This is an optimization exercise on Yosys and OpenROAD, whose aim is small area and a short achievable clock period, not a production implementation. At most, simulation tests tie the RTL to the original design; equivalence was not proved. Function not checked in runs 2 and 3: the RTL went through the layout flow alone. Power and IR drop assume default switching activity.

==> flow/design.v, too long to show whole: its modules and the start of the top module <==
// module pipe_mul: 4351 lines
// module pm_fa: 10 lines
// module pm_ha: 9 lines
module pipe_mul #(
    parameter int XLEN   = 32,
    parameter int STAGES = 4,
    parameter int TAG_W  = 4
) (
    input  logic                clk_i,
    input  logic                rst_i,
    input  logic                req_i,
    input  logic                flush_i,
    input  logic [1:0]          op_i,
    input  logic [XLEN-1:0]     a_i,
    input  logic [XLEN-1:0]     b_i,
    input  logic [TAG_W-1:0]    tag_i,
    output logic                ready_o,
    output logic [XLEN-1:0]     result_o,
    output logic [2*XLEN-1:0]   product_o,
    output logic [TAG_W-1:0]    tag_o,
    output logic                busy_o
);
  // ...
==> flow/run.sh <==
#!/bin/bash
# synth_recipe.tcl (not shown) runs the flow's synth.tcl, then flattens the netlist and writes it again
# the make line also repeats each setting of config.mk as NAME=value (left out here)
make -C /OpenROAD-flow-scripts/flow DESIGN_CONFIG=/design/flow/config.mk WORK_HOME=/design/flow/orfs CLKGATE_MAP_FILE= SYNTH_SCRIPT=/design/flow/synth_recipe.tcl finish
==> flow/config.mk <==
export PLATFORM = sky130hd
export DESIGN_NAME = pipe_mul
export DESIGN_NICKNAME = pipe_mul
export VERILOG_FILES = /design/flow/design.v
export SDC_FILE = /design/flow/constraint.sdc
export NUM_CORES = 4
export LEC_CHECK = 0
export ABC_AREA = 1
export CAP_MARGIN = 20
export CORE_MARGIN = 2
export CORE_UTILIZATION = 40
export SETUP_SLACK_MARGIN = 5
export SLEW_MARGIN = 20
export SYNTH_HIERARCHICAL = 1
==> flow/constraint.sdc <==
create_clock -name core_clock -period 8.5 [get_ports {clk_i}]
set_input_delay 1.7000 -clock core_clock [delete_from_list [all_inputs] [get_ports {clk_i}]]
set_output_delay 1.7000 -clock core_clock [all_outputs]
set_load 0.01 [all_outputs]
==> impl_metrics.toml, run 1 <==
[synth]
syn_avg_cell_area_sq_um = 10.4
synth_adder_area_share = 0.339
synth_top_area_share = 0.287
syn-num-nets = 4046
synth_xor_xnor_area_share = 0.144
synth.area.top_cells = "fa_1 (29%), dfxtp_1 (28%), xor2_1 (14%), o22ai_1 (9.2%), ha_1 (5.1%)"

[final_layout]
drive_above_1_share = 0.0957
seq_share = 0.248
multi_input_area_share = 0.581
final_common_cell = "xor2_1"
n_sequential_cell = 494
final_cells = 4575
area_growth_pct = 15.0

[timing]
slew-limit-headroom = 0.320
worst-slew-pin-transition_ns = 1.01
setup_ws_ns = 4.88
min_period_ns = 3.62
rsz0062_at_grt = "yes"

[run_status]
run_status = "no timing/DRC/antenna violations"

[grt]
use_met1 = 0.337
busiest_layer = "met2"
grt_max_degree = 98

[worst_setup_path]
end_kind = "flop"
critPathBufInv = 3
rrSetupSlack_ns = 4.88
rr_worst_depth = 17
crit_slowest_cell = "fa_2"
critPathMaxStageDelay_ns = 0.58
cp_max_fo = 3

[power]
combPwrFrac = 0.655
clk-power_uw = 2490
powerSeq_uw = 3450
p_clk_frac = 0.144

[cts]
clk_path_buf_depth = 3
numClockSinks = 494
cts_root_buf = "clkbuf_16"
clkSlewWorstSetupHoldPaths_ns = 0.06
clk_latency_ns = 0.66

[routing]
dr.max_layer_used = "met5"
vias = 25500
dr_wl_met2_um = 49000

[placement]
dpl.cell_count = 4448
==> run 2: changes to the inputs <==
--- a/flow/design.v
+++ b/flow/design.v
@@ -4329,30 +4329,27 @@
         r3_w1644 <= w1644;
         r3_w1645 <= w1645;
         r1_w3 <= w3;
         r2_r1_w3 <= r1_w3;
         r3_r2_r1_w3 <= r2_r1_w3;
     end
     logic [63:0] w_prod;
     assign w_prod = {w2044, w2043, w2042, w2041, w2040, w2039, w2038, w2037, w2036, w2035, w2034, w2033, w2032, w2031, w2030, w2029, w2028, w2027, w2026, w2025, w2024, w2023, w2022, w2021, w2020, w2019, w2018, w2017, w2016, w2015, w2014, w2013, w2012, w2011, w2010, w2009, w2008, w2007, w2006, w2005, w2004, w2003, w2002, w2001, w2000, w1999, w1998, w1997, w1996, w1995, w1994, w1993, w1992, w1991, r3_w1655, r3_w1653, r3_w1651, r3_w1649, r3_w1647, r3_r2_w1095, r3_r2_w1093, r3_r2_w1091, r3_r2_w1089, r3_r2_w1087};
+    logic w_ld, w_ldl, w_ldh, w_hold;
+    assign w_ld   = rst_i & r_vld[3] & ~flush_i;
+    assign w_ldl  = w_ld & r3_r2_r1_w3;
+    assign w_ldh  = w_ld & ~r3_r2_r1_w3;
+    assign w_hold = rst_i & ~(r_vld[3] & ~flush_i);
     always_ff @(posedge clk_i) begin
-        if (!rst_i) begin
-            ready_o   <= 1'b0;
-            result_o  <= '0;
-            product_o <= '0;
-            tag_o     <= '0;
-        end else begin
-            ready_o <= r_vld[3] & ~flush_i;
-            if (r_vld[3] && !flush_i) begin
-                tag_o     <= r_tag[3];
-                product_o <= w_prod;
-                result_o  <= r3_r2_r1_w3 ? w_prod[31:0] : w_prod[63:32];
-            end
-        end
+        ready_o   <= w_ld;
+        tag_o     <= (r_tag[3] & {4{w_ld}}) | (tag_o & {4{w_hold}});
+        product_o <= (w_prod & {64{w_ld}}) | (product_o & {64{w_hold}});
+        result_o  <= (w_prod[31:0] & {32{w_ldl}}) | (w_prod[63:32] & {32{w_ldh}})
+                   | (result_o & {32{w_hold}});
     end
 endmodule
 module pm_fa (
     input  logic a,
     input  logic b,
     input  logic c,
     output logic s,
     output logic co
==> flow/flow/run.sh (new file) <==
#!/bin/bash
export BUFFER_PORTS_ARGS="-buffer_cell sky130_fd_sc_hd__buf_2"
bash standard.sh SETUP_SLACK_MARGIN=5.4 finish > standard.log 2>&1
==> flow/standard.sh (new file) <==
#!/bin/bash
# synth_recipe.tcl (not shown) runs the flow's synth.tcl, then flattens the netlist and writes it again
# the make line also repeats each setting of config.mk as NAME=value (left out here)
make -C /OpenROAD-flow-scripts/flow DESIGN_CONFIG=/design/flow/config.mk WORK_HOME=/design/flow/orfs CLKGATE_MAP_FILE= SYNTH_SCRIPT=/design/flow/synth_recipe.tcl "${@:-finish}"
removed: flow/run.sh
==> impl_metrics.toml, run 2 <==
[final_layout]
top_regs = "product_o x64, result_o x32, r_tag x12"
fin_area_sq_mm = 0.0433
final_cells = 4689
antennaDiodeCount = 0
final_common_cell = "xor2_1"
mostFrequentLayoutCells = "xor2_1 (513), o22ai_1 (425), dfxtp_1 (416)"
area_growth_pct = 26.2
largest-register = "product_o"
drive_above_1_share = 0.300
largest_reg_flops = 64
nFillCells = 7508
fin_nets = 4216

[routing]
antenna_left = 0
drc = 0
drt-total-wl_um = 123000
wire_per_inst_um = 26.3
vias = 27000
drt_first_pass_iters = 7
drt_iter0_drc = 3210
via_per_inst = 5.77

[synth]
ys_seq_area_frac = 0.288
ys_ff_latch = 494
yosys.area_share.simple = 0.0353
syn_area_sq_mm = 0.0343
synth-compound-area-share = 0.126
syn_avg_cell_area_sq_um = 10.7
synth-main-ff-cell = "dfxtp_1"
synth_largest_area_cell = "fa_1"
synth_top_family_by_area = "adder cells"
synth_cell_type_count = 39
async_flop_share = 0
synthTopCellsByCount = "xor2_1 (552), o22ai_1 (512), fa_1 (499)"
synth-edff-count = 0
yosys.cell_count.top_type = "xor2_1"
ys.warnings.count = 8
synth_adder_area_share = 0.343
synth_xor_xnor_area_share = 0.146
syn-num-nets = 3919
synthesis.instances = 3203
synth.area.top_cells = "fa_1 (29%), dfxtp_1 (29%), xor2_1 (14%), o22ai_1 (9.3%), ha_1 (5.2%)"
synthMuxAreaShare = 0.00492
synth_top_area_share = 0.291

[grt]
grt_use_total = 0.259
grt_max_degree = 101
grt_antenna_before_repair = 4
overflow = 0
grt_pass1_vias = 26000
grt_first_pass_wirelength_um = 172000

[timing]
fmax_ghz = 0.285
worst-slew-pin-transition_ns = 1.00
slew-limit-headroom = 0.333
post-route-period-util = 0.413
rsz0062_at_grt = "yes"
maxSlewViolCount = 0
skew_ns = 0.0597
setup_tns_ns = 0
setup_violations = 0
setup_ws_ns = 4.99
hold_viol_final = 0
min_period_ns = 3.51

[worst_setup_path]
critical_path_arrival_ns = 4.10
cpLargestDelayFamily = "adder cells"
end_kind = "flop"
cp_max_fo = 4
critPathLaunchType = "flop"
criticalPathCategory = "flop to flop"
crit_required_ns = 9.09
critPathMaxStageDelay_ns = 0.65
crit_slowest_cell = "fa_2"
critPathBufInv = 1
worst_path_most_repeated_cell = "fa_2"
crit_chain = "fa_2 -> fa_2 -> ha_4 -> a21o_1 -> nor2_1 -> nand2_1 -> a21oi_2 -> nand2_4 -> buf_4 -> nand2_2 -> nand3_2 -> a31o_4 -> fa_2 -> nand2_1 -> o211ai_1"

[job]
maxCapViolCount = 0

[floorplanning]
die_x_um = 297
die_y_um = 297
core-area_sq_mm = 0.0851
num_rows = 107
pin_count = 176
die_area_sq_mm = 0.0881
start_util = 0.403

[power]
p_per_area_mw_per_mm2 = 416
ir_drop_v = 0.000365
leakage_uw = 0.0184

[cts]
clkSlewWorstSetupHoldPaths_ns = 0.06
cts_root_buf = "clkbuf_16"
clk_path_buf_depth = 3
numClockSinks = 494
htree_levels = 2
cts_made_buffers = 55
cts_tree = "yes"
clk_latency_ns = 0.66

[run_status]
run_status = "no timing/DRC/antenna violations"

[placement]
port_buffers = 175
dpl.cell_count = 4325
place_area_sq_mm = 0.0361
dpl_worst_slack_ns = 4.31
gp_congestion = 0.887
hpwl_um = 77300

[hold_path]
hp-class = "flop to flop"
[run 2: area by class of cell]
class	count	area, sq um	share of cell area
multi-input combinational	2196	24200	0.559
inverter	262	1320	0.0305
timing repair inverter	19	130	0.00301
timing repair buffer	472	4190	0.0967
clock buffer	75	1560	0.0361
sequential	494	10100	0.232
tap	1144	1430	0.0331
clock inverter	27	392	0.00905
[run 2: repair_timing]
action                                  4_1_cts  5_1_grt
pin swaps                                    50      137
gates resized for setup                     303      421
buffers inserted                            115      113
endpoints found under the setup margin      191      144
gates cloned                                 16       18
hold buffers                                  0        0
[run 2: where the power goes]
group          internal (uW)  switching, uW  total [uW]
combinational           5250           6710       12000
clock                   1480           1060        2550
sequential              3120            381        3500
total                   9850           8160       18000
[run 2: cells by family (layout without fill, tap and decap cells)]
family                     Yosys count  count (layout)
muxes                               15              15
xor gates and xnor gates           571             571
buffers and inverters              513             855
and+or+nand+nor                    293             293
AOI/OAI and AO/OA                  675             675
DFF                                494             494
adders and majority gates          642             642
[run 2: Yosys stat by module, one instance, submodules excluded]
module / flip-flops and latches / cell area (sq um) / cells inside / copies in the design
pm_ha: 0 / 12.5 / 1 / 76
pm_fa: 0 / 20.0 / 1 / 472
pipe_mul: 494 / 23900 / 2655 / 1
[run 2: worst paths after layout]
check                           slack (ns)            to  depth (start not counted)     start
worst max-delay path                  4.99  result_o[15]                         15  r3_w1377
worst max register to register        4.99  result_o[15]                         15  r3_w1377
worst min register to register        0.32    r2_r1_w544                          0   r1_w544
worst min-delay path                  0.32    r2_r1_w544                          0   r1_w544
[run 2: worst register-to-register path, cell delays in order, from the launching register on]
cell	delay (ns)
dfxtp_2	0.33
fa_2	0.38
fa_2	0.57
ha_4	0.22
a21o_1	0.15
nor2_1	0.09
nand2_1	0.07
a21oi_2	0.16
nand2_4	0.09
buf_4	0.14
nand2_2	0.05
nand3_2	0.10
a31o_4	0.24
fa_2	0.65
nand2_1	0.09
o211ai_1	0.13
[run 2: routing by layer]
layer | global-route usage | vias up | share of wire
li1 | - | 11300 | -
met1 | 0.353 | 13300 | 0.38
met2 | 0.384 | 2005 | 0.43
met3 | 0.0658 | 431 | 0.13
met4 | 0.122 | 0 | 0.061
met5 | 0 | - | 0
[run 2: stage by stage]
| stage | total power, uW | hold slack [ns] | util |
|---|---|---|---|
| 2_1_floorplan | 9360 | 0.310 | - |
| 3_3_place_gp | 13300 | 0.310 | 0.424 |
| 3_5_place_dp | 13400 | 0.312 | 0.424 |
| 4_1_cts | 17200 | 0.322 | 0.474 |
| 5_1_grt | 19100 | 0.329 | 0.508 |
| 6_report | 18000 | 0.321 | 0.508 |
==> run 3: changes to the inputs <==
==> flow/flow/run.sh (replaced) <==
#!/bin/bash
# Standard layout with plain buf_2 port buffers.
export BUFFER_PORTS_ARGS="-buffer_cell sky130_fd_sc_hd__buf_2"
bash standard.sh > standard.log 2>&1
--- a/flow/config.mk
+++ b/flow/config.mk
@@ -9,6 +9,7 @@
 export CAP_MARGIN = 20
 export CORE_MARGIN = 2
 export CORE_UTILIZATION = 40
+export CTS_BUF_LIST = sky130_fd_sc_hd__clkbuf_4 sky130_fd_sc_hd__clkbuf_8
 export SETUP_SLACK_MARGIN = 5
 export SLEW_MARGIN = 20
 export SYNTH_HIERARCHICAL = 1
==> impl_metrics.toml, run 3 <==
[run_status]
run_status = "no timing/DRC/antenna violations"

[floorplanning]
start_util = 0.403
core-area_sq_mm = 0.0851
num_rows = 107
die_area_sq_mm = 0.0881
die_y_um = 297
die_x_um = 297
pin_count = 176

[job]
maxCapViolCount = 0

[placement]
gp_congestion = 0.920
port_buffers = 175
place_area_sq_mm = 0.0361
hpwl_um = 78200
dpl.cell_count = 4323

[cts]
cts_root_buf = "clkbuf_8"
cts_made_buffers = 87
clk_latency_ns = 0.73
numClockSinks = 494
clkSlewWorstSetupHoldPaths_ns = 0.06
hold_buffers = 0
htree_levels = 3
clk_path_buf_depth = 3
cts_tree = "yes"

[synth]
synthTopCellsByCount = "xor2_1 (552), o22ai_1 (512), fa_1 (499)"
ys.warnings.count = 8
synth_top_area_share = 0.291
synth-edff-count = 0
synth_largest_area_cell = "fa_1"
syn-num-nets = 3919
synthesis.instances = 3203
yosys.cell_count.top_type = "xor2_1"
synth_cell_type_count = 39
synth.area.top_cells = "fa_1 (29%), dfxtp_1 (29%), xor2_1 (14%), o22ai_1 (9.3%), ha_1 (5.2%)"
ys_seq_area_frac = 0.288
synth-main-ff-cell = "dfxtp_1"
syn_area_sq_mm = 0.0343
async_flop_share = 0
syn_avg_cell_area_sq_um = 10.7
ys_ff_latch = 494

[grt]
grt_use_total = 0.248
grt_max_degree = 101
grt_pass1_vias = 25300
grt_first_pass_wirelength_um = 165000
overflow = 0
grt_antenna_before_repair = 3

[timing]
slew-limit-headroom = 0.301
rsz0062_at_grt = "yes"
post-route-period-util = 0.407
maxSlewViolCount = 0
setup_tns_ns = 0
min_period_ns = 3.46
worst-slew-pin-transition_ns = 1.04
hold_viol_final = 0
worst_hold_slack_ns = 0.309
fmax_ghz = 0.289
setup_violations = 0
skew_ns = 0.0512

[power]
p_per_area_mw_per_mm2 = 429
ir_drop_v = 0.000329
leakage_uw = 0.0167

[final_layout]
largest-register = "product_o"
fin_nets = 3993
utilization = 0.452
area_growth_pct = 12.1
final_cells = 4489
largest_reg_flops = 64
mostFrequentLayoutCells = "xor2_1 (550), o22ai_1 (512), fa_1 (488)"
final_common_cell = "xor2_1"
top_regs = "product_o x64, result_o x32, r_tag x12"
fin_area_sq_mm = 0.0385
drive_above_1_share = 0.157

[worst_setup_path]
rr_endpoint = "r2_w1054"
end_kind = "flop"
critPathLaunchType = "flop"
rrSetupSlack_ns = 5.04
critical_path_arrival_ns = 4.03
cp_max_fo = 33
criticalPathCategory = "flop to flop"
reg2reg_from = "r1_b_i_7"
rr_worst_depth = 6
crit_required_ns = 9.07

[hold_path]
min-delay-start = "r_tag[1][2]"
whs_path_depth = 0
holdPathEnd = "r_tag[2][2]"
hp-class = "flop to flop"

[routing]
drt_iter0_drc = 2615
drt_first_pass_iters = 6
via_per_inst = 5.59
vias = 25100
drc = 0
wire_per_inst_um = 24.8
antenna_left = 0
drt-total-wl_um = 112000
run 3: critical path, cell delays in order, from the launching register on:
cell and delay (ns):
dfxtp_2 0.31, buf_4 0.55, xor2_1 0.60, fa_1 0.54, fa_1 0.41, fa_1 0.42
fa_1 0.49
run 3: per-layer routing:
metal  track usage  vias up  share of wire
met1         0.338    12400           0.42
met4        0.0895        0          0.041
met2         0.374     1584           0.44
li1              -    10900              -
met5             0        -              0
met3        0.0714      246           0.11
run 3: area by class of cell:
type	instances	area, sq um
antenna	2	5.00
fill	7995	46700
inverter	262	1050
timing repair buffer	236	1350
multi-input combinational	2196	22700
clock inverter	29	348
sequential	494	9920
tap	1144	1430
clock buffer	126	1630
run 3: worst max-delay path by stage:
stage	start	to	slack, ns	depth (start not counted)
after floorplan	r3_w1377	result_o[20]	5.23	13
final	r1_b_i_7	r2_w1054	5.04	6
after detailed placement	rst_i	result_o[6]	4.23	10
after global routing	r3_w1527	result_o[30]	4.89	15
after CTS	r3_w1437	result_o[22]	5.01	13
after global placement	rst_i	result_o[2]	4.29	10
run 3: Yosys stat by module, one instance, submodules excluded:
module    cells  flip-flops and latches  cell area (sq um)
pipe_mul   2655                     494              23900
pm_fa         1                       0               20.0
pm_ha         1                       0               12.5
run 3: report_power, final:
part	switching, uW	internal [uW]	total [uW]	leakage (uW)
sequential	342	3120	3460	0.00412
clock	1080	1410	2490	0.00103
combinational	6130	4420	10500	0.0116
run 3: kinds of logic after synthesis:
logic type	synth area share
AOI/OAI and AO/OA	0.126
xor gates and xnor gates	0.146
adders and majority gates	0.343
buffers and inverters	0.0566
DFF	0.288
muxes	0.00492
and+or+nand+nor	0.0353
run 3: stage by stage:
step           total power, uW  setup WS (ns)
6_report                 16500           5.04
5_1_grt                  17600           4.89
4_1_cts                  16100           5.01
3_5_place_dp             13300           4.23
3_3_place_gp             13100           4.29
2_1_floorplan             9300           5.23
run 3: timing repair:
item | CTS | global route
setup endpoints to repair | 84 | 55
pin swaps | 4 | 3
buffers inserted | 4 | 5
gates resized for setup | 56 | 37
gates cloned | 0 | 0

==> static timing again, ports no longer ideal <==
The results above use ideal ports. As a check the final layouts listed here were re-extracted and re-timed, cells and wires unchanged.
Step 1 (the two cells are an assumption about what drives the block):
set clk [get_ports {clk_i}]
set_driving_cell -lib_cell sky130_fd_sc_hd__clkbuf_16 $clk
set_driving_cell -lib_cell sky130_fd_sc_hd__buf_2 [delete_from_list [all_inputs] $clk]
Step 2 adds t to the input delays and takes it off the output delays; t is the mean of the earliest and latest rising clock arrival at the registers after step 1. Input paths then give back, and output paths get back, about the clock's delay inside the block.
Slacks: no drivers / after step 1 / after step 2; pairs: no drivers / after step 1.
run	t (ns)	setup WS [ns]	hold slack, ns
run 1	0.695	4.876 / 4.876 / 4.445	0.318 / 0.318 / 0.318
run 2	0.698	4.989 / 4.989 / 4.969	0.321 / 0.321 / 0.321
run 3	0.760	5.042 / 5.042 / 4.694	0.309 / 0.309 / 0.309
After both steps every run listed still meets setup and hold. For run 1, which loses most, drivers alone change the setup slack by 0.000 ns; drivers and shift together by -0.431 ns.
